This design comes from an exercise in tuning for small area on the open sky130 flow, not from production work. At most, simulation tests tie the RTL to the original design; equivalence was not proved. The flow treats the clock pin as an ideal source, which a real chip does not have. Power is estimated from default activity; no workload was simulated.

==> run B: inputs <==
Design dot_entry_top, start of the top module:
module dot_entry_top (
	input  logic        clk2,
	input  logic        rst,
	input  logic        next_trigger,
	input  logic        key_valid,
	input  logic [3:0]  key_nibble,
	output logic [3:0]  phase_code,
	output logic [7:0]  tracker,
	output logic [7:0]  seg0,
	output logic [7:0]  seg1,
	output logic [7:0]  seg2,
	output logic [7:0]  seg3,
	output logic [15:0] dot_result
);
==> flow/config.mk <==
export PLATFORM = sky130hd
export DESIGN_NAME = dot_entry_top
export DESIGN_NICKNAME = dot_entry_top
export VERILOG_FILES = /design/flow/design.v
export SDC_FILE = /design/flow/constraint.sdc
export NUM_CORES = 4
export LEC_CHECK = 0
export CAP_MARGIN = 10
export CORE_MARGIN = 2
export CORE_UTILIZATION = 65
export GPL_TIMING_DRIVEN = 0
export SLEW_MARGIN = 10
==> flow/constraint.sdc <==
create_clock -name core_clock -period 10.0 [get_ports {clk2}]
set_input_delay 2.0000 -clock core_clock [delete_from_list [all_inputs] [get_ports {clk2}]]
set_output_delay 2.0000 -clock core_clock [all_outputs]
set_load 0.01 [all_outputs]
standard.sh (not shown) runs the stock make flow with config.mk's settings and CLKGATE_MAP_FILE= SYNTH_SCRIPT=/design/flow/synth_recipe.tcl, a recipe that flattens the netlist after the stock synthesis.
==> flow/flow/run.sh <==
#!/bin/bash
# Layout flow: the standard synthesis, then the combinational logic
# between the registers and full adders is remapped for area (registers,
# their names and cell types are kept), then the standard layout with
# small port buffers and a clock tree of small buffers.
# Each tool writes its full output to a log file of its own here.
set -euo pipefail
HERE=$(pwd)
FL=$HERE/flow
R=$HERE/orfs/results/sky130hd/dot_entry_top/base
LIB=$FLOW_HOME/platforms/sky130hd/lib/sky130_fd_sc_hd__tt_025C_1v80.lib
ABC_SCRIPT=${ABC_SCRIPT:-"strash;&get -n;&deepsyn -T 60;&put;dch -f;amap"}

# 1. standard synthesis
bash standard.sh synth > synth.log 2>&1
cp $R/1_2_yosys.v $HERE/std_synth.v

# 2. remap the combinational logic
KEEP="sky130_fd_sc_hd__df* sky130_fd_sc_hd__edf* sky130_fd_sc_hd__fa_* sky130_fd_sc_hd__conb_1"
cat > resyn_a.ys <<EOS
read_liberty -ignore_miss_func $LIB
read_verilog $HERE/std_synth.v
hierarchy -top $FLOW_TOP
setattr -mod -set keep_hierarchy 1 $KEEP
flatten
opt_clean -purge
write_json $HERE/flat.json
EOS
yosys -s resyn_a.ys > resyn_a.log 2>&1
# full adders to flip (inputs and outputs inverted) so no inverter sits between two adders
python3 $FL/faflip.py flat.json $FLOW_TOP flip0.txt flip1.txt 2> faflip.log
echo "$ABC_SCRIPT" | tr ';' '\n' > resyn.abc
for k in 0 1; do
SEL=""
for c in $(cat flip$k.txt); do SEL="$SEL $FLOW_TOP/$c"; done
cat > resyn_b$k.ys <<EOS
read_liberty -ignore_miss_func $LIB
read_verilog $HERE/std_synth.v
hierarchy -top $FLOW_TOP
setattr -mod -set keep_hierarchy 1 $KEEP
flatten
# internal wire names go, so the ports keep their drivers without aliases
rename -hide w:* i:* o:* %u %d
opt_clean -purge
$( [ -n "$SEL" ] && echo "techmap -map $FL/faflip.v $SEL" )
chtype -map \$__FAFLIP sky130_fd_sc_hd__fa_1
techmap
opt_expr
opt_clean -purge
abc -liberty $LIB -script $HERE/resyn.abc $(cat $FL/dontuse.txt)
opt_clean -purge
# the cell types abc used lost their modules in flatten: read them back as black boxes
read_liberty -lib -overwrite $LIB
setundef -zero
hilomap -singleton -hicell sky130_fd_sc_hd__conb_1 HI -locell sky130_fd_sc_hd__conb_1 LO
splitnets
opt_clean -purge
insbuf -buf sky130_fd_sc_hd__buf_4 A X
select $FLOW_TOP
tee -o $HERE/resyn_stat$k.txt stat -liberty $LIB
check -assert
write_verilog -noattr -nohex -nodec -selected $HERE/resyn$k.v
EOS
yosys -s resyn_b$k.ys > resyn_b$k.log 2>&1 &
done
wait
a0=$(grep -m1 "Chip area for module" resyn_stat0.txt | awk '{print $NF}')
a1=$(grep -m1 "Chip area for module" resyn_stat1.txt | awk '{print $NF}')
if python3 -c "import sys; sys.exit(0 if $a0 <= $a1 else 1)"; then k=0; else k=1; fi
echo "remapped areas: $a0 $a1, keeping $k" > resyn_choice.log
cp resyn$k.v $R/1_2_yosys.v
rm -f $R/1_synth.odb $R/1_synth.sdc

# 3. standard layout
bash standard.sh \
  BUFFER_PORTS_ARGS="-buffer_cell sky130_fd_sc_hd__buf_1" \
  CTS_ARGS="-sink_clustering_enable -repair_clock_nets -dont_use_dummy_load -buf_list sky130_fd_sc_hd__clkbuf_4" \
  POST_CTS_TCL=$FL/post_cts.tcl \
  finish > layout.log 2>&1
==> flow/flow/post_cts.tcl <==
set n_up 0
foreach inst [get_cells clkbuf_*] {
  if { [get_property $inst ref_name] != "sky130_fd_sc_hd__clkbuf_4" } { continue }
  set out [get_pins -of_objects $inst -filter "direction == output"]
  set net [get_nets -of_objects $out]
  set loads [llength [get_pins -of_objects $net -filter "direction == input"]]
  if { $loads >= 11 } {
    replace_cell $inst sky130_fd_sc_hd__clkbuf_8
    incr n_up
  }
}
puts "post_cts.tcl: upsized $n_up clock buffers"
detailed_placement
check_placement -verbose
Other scripts of this flow, unchanged in this note and not shown: flow/flow/dontuse.txt, flow/flow/faflip.py, flow/flow/faflip.v
==> run P: changes against run B <==
--- a/flow/design.v
+++ b/flow/design.v
@@ -66,18 +66,18 @@
 	output logic [7:0]  seg2,
 	output logic [7:0]  seg3,
 	output logic [15:0] dot_result
 );
 	logic [1:0]  phase;
 	logic [5:0]  cnt;
+	logic        hide;         
 	logic [15:0] wr;
 	logic [15:0] acc;
 	logic [15:0] vec [7];
 	logic ph_start, ph_a, ph_b, ph_done;
 	logic loading, waiting, keyload, advance;
-	logic hide;               
 	logic [1:0]  nib;
 	logic [3:0]  shown;        
 	logic [15:0] wr_nxt;
 	logic [15:0] mcand;
 	logic [15:0] prod;
 	logic [15:0] disp;
@@ -87,13 +87,12 @@
 	assign ph_done  = (phase == 2'd3);
 	assign nib      = cnt[1:0];
 	assign loading = (ph_a & ~cnt[5]) | (ph_b & cnt[5]);
 	assign waiting = (ph_a & cnt[5]) | (ph_b & ~cnt[5]);
 	assign keyload = loading & key_valid;
 	assign advance = next_trigger & (ph_start | waiting);
-	assign hide    = loading & (cnt[4:0] == 5'd0);
 	always_comb begin
 		for (int j = 0; j < 4; j++)
 			shown[j] = ~hide & ((nib == 2'd0) | (j[1:0] < nib));
 	end
 	always_comb begin
 		for (int j = 0; j < 4; j++) begin
@@ -209,19 +208,24 @@
 	assign sum[15] = s29;
 	assign prod = sum;
 	always_ff @(posedge clk2 or posedge rst) begin
 		if (rst) begin
 			phase <= 2'd0;
 			cnt   <= '0;
+			hide  <= 1'b0;
 			wr    <= 16'h172E;
 			acc   <= '0;
 		end else begin
 			if (advance)
 				phase <= phase + 2'd1;
 			if (keyload)
 				cnt <= cnt + 6'd1;
+			if (keyload)
+				hide <= 1'b0;
+			else if (advance & ~ph_b)
+				hide <= 1'b1;
 			if (keyload)
 				wr <= wr_nxt;
 			else if (advance & ph_b)
 				wr <= acc;
 			acc <= prod;
 		end
==> flow/config.mk (replaced) <==
export PLATFORM = sky130hd
export DESIGN_NAME = dot_entry_top
export DESIGN_NICKNAME = dot_entry_top
export VERILOG_FILES = /design/flow/design.v
export SDC_FILE = /design/flow/constraint.sdc
export NUM_CORES = 4
export LEC_CHECK = 0
export CAP_MARGIN = 20
export CORE_MARGIN = 2
export CORE_UTILIZATION = 65
export SLEW_MARGIN = 20
==> run M: changes against run B <==
--- a/flow/design.v
+++ b/flow/design.v
@@ -208,41 +208,42 @@
 	assign sum[14] = s27;
 	assign sum[15] = s29;
 	assign prod = sum;
 	always_ff @(posedge clk2 or posedge rst) begin
 		if (rst) begin
 			phase <= 2'd0;
-			cnt   <= '0;
 			wr    <= 16'h172E;
 			acc   <= '0;
 		end else begin
 			if (advance)
 				phase <= phase + 2'd1;
 			if (keyload)
-				cnt <= cnt + 6'd1;
-			if (keyload)
 				wr <= wr_nxt;
-			else if (advance & ph_b)
-				wr <= acc;
 			acc <= prod;
 		end
+	end
+	always_ff @(posedge clk2) begin
+		if (ph_start)
+			cnt <= '0;
+		else if (keyload)
+			cnt <= cnt + 6'd1;
 	end
 	always_ff @(posedge clk2) begin
 		if (keyload & (nib == 2'd0)) begin
 			for (int i = 0; i < 6; i++)
 				vec[i] <= vec[i+1];
 			vec[6] <= wr;
 		end
 	end
 	always_comb begin
 		for (int j = 0; j < 4; j++)
-			disp[j*4 +: 4] = shown[j] ? wr[j*4 +: 4] : 4'h0;
+			disp[j*4 +: 4] = ph_done ? acc[j*4 +: 4] : shown[j] ? wr[j*4 +: 4] : 4'h0;
 	end
 	assign phase_code = {ph_done, ph_b, ph_a, ph_start};
 	assign tracker    = loading ? ~(8'h01 << cnt[4:2]) : 8'hFF;
-	assign dot_result = wr;
+	assign dot_result = acc;
 	hex_display disp_i (
 		.disp_word (disp),
 		.seg0      (seg0),
 		.seg1      (seg1),
 		.seg2      (seg2),
 		.seg3      (seg3)
==> flow/flow/run.sh (replaced) <==
#!/bin/bash
# Layout flow: the standard synthesis, then the combinational logic
# between the registers and full adders is remapped for area with abc
# (registers, their names and cell types are kept; the smallest of a few
# runs is used), then the standard layout with small port buffers and a
# clock tree of small buffers (see post_cts.tcl).
# Each tool writes its full output to a log file of its own here.
set -euo pipefail
HERE=$(pwd)
FL=$HERE/flow
R=$HERE/orfs/results/sky130hd/dot_entry_top/base
LIB=$FLOW_HOME/platforms/sky130hd/lib/sky130_fd_sc_hd__tt_025C_1v80.lib
ABC_SCRIPT=${ABC_SCRIPT:-"strash;&get -n;&deepsyn -T 60 -S SEED;&put;dch -f;amap"}
SEEDS0=${SEEDS0:-"0 1 2 3 4"}   # deepsyn seeds for flip set 0
SEEDS1=${SEEDS1:-"0"}           # and for flip set 1

# 1. standard synthesis
bash standard.sh synth > synth.log 2>&1
cp $R/1_2_yosys.v $HERE/std_synth.v

# 2. remap the combinational logic
KEEP="sky130_fd_sc_hd__df* sky130_fd_sc_hd__edf* sky130_fd_sc_hd__fa_* sky130_fd_sc_hd__conb_1"
cat > resyn_a.ys <<EOS
read_liberty -ignore_miss_func $LIB
read_verilog $HERE/std_synth.v
hierarchy -top $FLOW_TOP
setattr -mod -set keep_hierarchy 1 $KEEP
flatten
opt_clean -purge
write_json $HERE/flat.json
EOS
yosys -s resyn_a.ys > resyn_a.log 2>&1
# full adders to flip (inputs and outputs inverted) so no inverter sits between two adders
python3 $FL/faflip.py flat.json $FLOW_TOP flip0.txt flip1.txt 2> faflip.log
# several abc runs (both flip sets, a few random seeds for deepsyn); the
# smallest netlist is kept
for k in 0 1; do
SEL=""
for c in $(cat flip$k.txt); do SEL="$SEL $FLOW_TOP/$c"; done
if [ $k = 0 ]; then SEEDS=$SEEDS0; else SEEDS=$SEEDS1; fi
for seed in $SEEDS; do
t=${k}_$seed
echo "$ABC_SCRIPT" | sed "s/SEED/$seed/" | tr ';' '\n' > resyn_$t.abc
cat > resyn_b$t.ys <<EOS
read_liberty -ignore_miss_func $LIB
read_verilog $HERE/std_synth.v
hierarchy -top $FLOW_TOP
setattr -mod -set keep_hierarchy 1 $KEEP
flatten
# internal wire names go, so the ports keep their drivers without aliases
rename -hide w:* i:* o:* %u %d
opt_clean -purge
$( [ -n "$SEL" ] && echo "techmap -map $FL/faflip.v $SEL" )
chtype -map \$__FAFLIP sky130_fd_sc_hd__fa_1
techmap
opt_expr
opt_clean -purge
abc -liberty $LIB -script $HERE/resyn_$t.abc $(cat $FL/dontuse.txt) $FLOW_TOP
opt_clean -purge
# the cell types abc used lost their modules in flatten: read them back as black boxes
read_liberty -lib -overwrite $LIB
setundef -zero
hilomap -singleton -hicell sky130_fd_sc_hd__conb_1 HI -locell sky130_fd_sc_hd__conb_1 LO
splitnets
opt_clean -purge
insbuf -buf sky130_fd_sc_hd__buf_4 A X
select $FLOW_TOP
tee -o $HERE/resyn_stat$t.txt stat -liberty $LIB
check -assert
write_verilog -noattr -nohex -nodec -selected $HERE/resyn$t.v
EOS
yosys -s resyn_b$t.ys > resyn_b$t.log 2>&1 &
done
done
wait
best=""; besta=""
for f in resyn_stat*.txt; do
  t=${f#resyn_stat}; t=${t%.txt}
  [ -f resyn$t.v ] || continue
  a=$(grep -m1 "Chip area for module" $f | awk '{print $NF}')
  echo "remapped area $t: $a" >> resyn_choice.log
  if [ -z "$best" ] || python3 -c "import sys; sys.exit(0 if $a < $besta else 1)"; then best=$t; besta=$a; fi
done
echo "keeping $best" >> resyn_choice.log
cp resyn$best.v $R/1_2_yosys.v
rm -f $R/1_synth.odb $R/1_synth.sdc

# 3. standard layout
bash standard.sh \
  BUFFER_PORTS_ARGS="-buffer_cell sky130_fd_sc_hd__buf_1" \
  CTS_ARGS="-sink_clustering_enable -repair_clock_nets -dont_use_dummy_load -buf_list sky130_fd_sc_hd__clkbuf_4" \
  POST_CTS_TCL=$FL/post_cts.tcl \
  finish > layout.log 2>&1
==> flow/flow/post_cts.tcl (replaced) <==
set_propagated_clock [all_clocks]
estimate_parasitics -placement
set n_up 0
foreach inst [get_cells clkbuf_*] {
  if { [get_property $inst ref_name] != "sky130_fd_sc_hd__clkbuf_4" } { continue }
  set out [get_pins -of_objects $inst -filter "direction == output"]
  set net [get_nets -of_objects $out]
  set worst 0.0
  set flops 0
  foreach pin [get_pins -of_objects $net -filter "direction == input"] {
    if { [get_property $pin name] != "CLK" } { continue }
    incr flops
    set s [get_property $pin slew_max]
    if { $s > $worst } { set worst $s }
  }
  if { $flops > 0 && $worst > 0.110 } {
    puts "post_cts.tcl: [get_property $inst name] drives $flops clock pins, slew $worst ns: upsized"
    replace_cell $inst sky130_fd_sc_hd__clkbuf_8
    incr n_up
  }
}
puts "post_cts.tcl: upsized $n_up clock buffers"
detailed_placement
check_placement -verbose
estimate_parasitics -placement
==> flow/config.mk (replaced) <==
export PLATFORM = sky130hd
export DESIGN_NAME = dot_entry_top
export DESIGN_NICKNAME = dot_entry_top
export VERILOG_FILES = /design/flow/design.v
export SDC_FILE = /design/flow/constraint.sdc
export NUM_CORES = 4
export LEC_CHECK = 0
export CAP_MARGIN = 20
export CORE_MARGIN = 2
export CORE_UTILIZATION = 65
export SLEW_MARGIN = 20
==> comparison <==
Against run B, the hold slack of run M is higher by 0.0041 ns.
Between run M and run P, the lower non-clock buffer count is in run M (gap 2).
Between run M and run B, the lower cell count is in run B (gap about 3.7%, measured against run B).
In run P the sequential cell count is higher than in run M, by 1.
==> figures <==
quantity                                                run M       run B       run P
Worst hold margin                                    0.390 ns    0.386 ns    0.407 ns
Result of the run            no timing/DRC/antenna violations  no timing/DRC/antenna violations  no timing/DRC/antenna violations
Leakage power of the design                        0.00268 uW  0.00248 uW  0.00257 uW
R2r worst-path depth                                       25          24          24
Length of routed met3 wiring                          1.51 mm     1.44 mm     1.83 mm
Sum of routed wire segments on met1                   6.39 mm     6.26 mm     6.48 mm
Syn-to-layout area delta                                9.69%       9.67%       9.84%
Worst Path Required                                  10.49 ns    10.37 ns    10.36 ns
Total design power                                    1010 uW     2170 uW     2420 uW
Largest net degree at the start of global routing          74          41          61
Only the layout flow was run in run P; the RTL was not checked for function there.

[afterwards: timing with drivers on the ports]
No port has a modelled driver above. Below, the same layouts with a new extraction and two added sets of constraints.
Step 1: set_driving_cell puts a clkbuf_16 on clk2 and a buf_2 on each other input, an assumption about the parent block.
Step 2, shift: input delay + t, output delay - t, t = (earliest + latest rising clock arrival at the registers) / 2. This alone moves slack from input paths to output paths.
Slacks: no drivers / after step 1 / after step 2; pairs: no drivers / after step 1.
run	shift t [ns]	setup WS [ns]	clock arrival spread, ns	slew at the worst register clock pin (ns)	cell pins on the clock port's net
run B	0.456	0.312 / 0.326 / -0.130	0.033 / 0.033	0.10 / 0.10	1
run P	0.463	0.774 / 0.786 / 0.324	0.038 / 0.037	0.11 / 0.11	1
run M	0.595	1.089 / 1.087 / 0.493	0.044 / 0.045	0.12 / 0.12	1
Met with ideal ports but missed after step 2: setup timing in run B. For run M, which loses most, drivers alone change the setup slack by -0.002 ns; drivers and shift together by -0.596 ns.
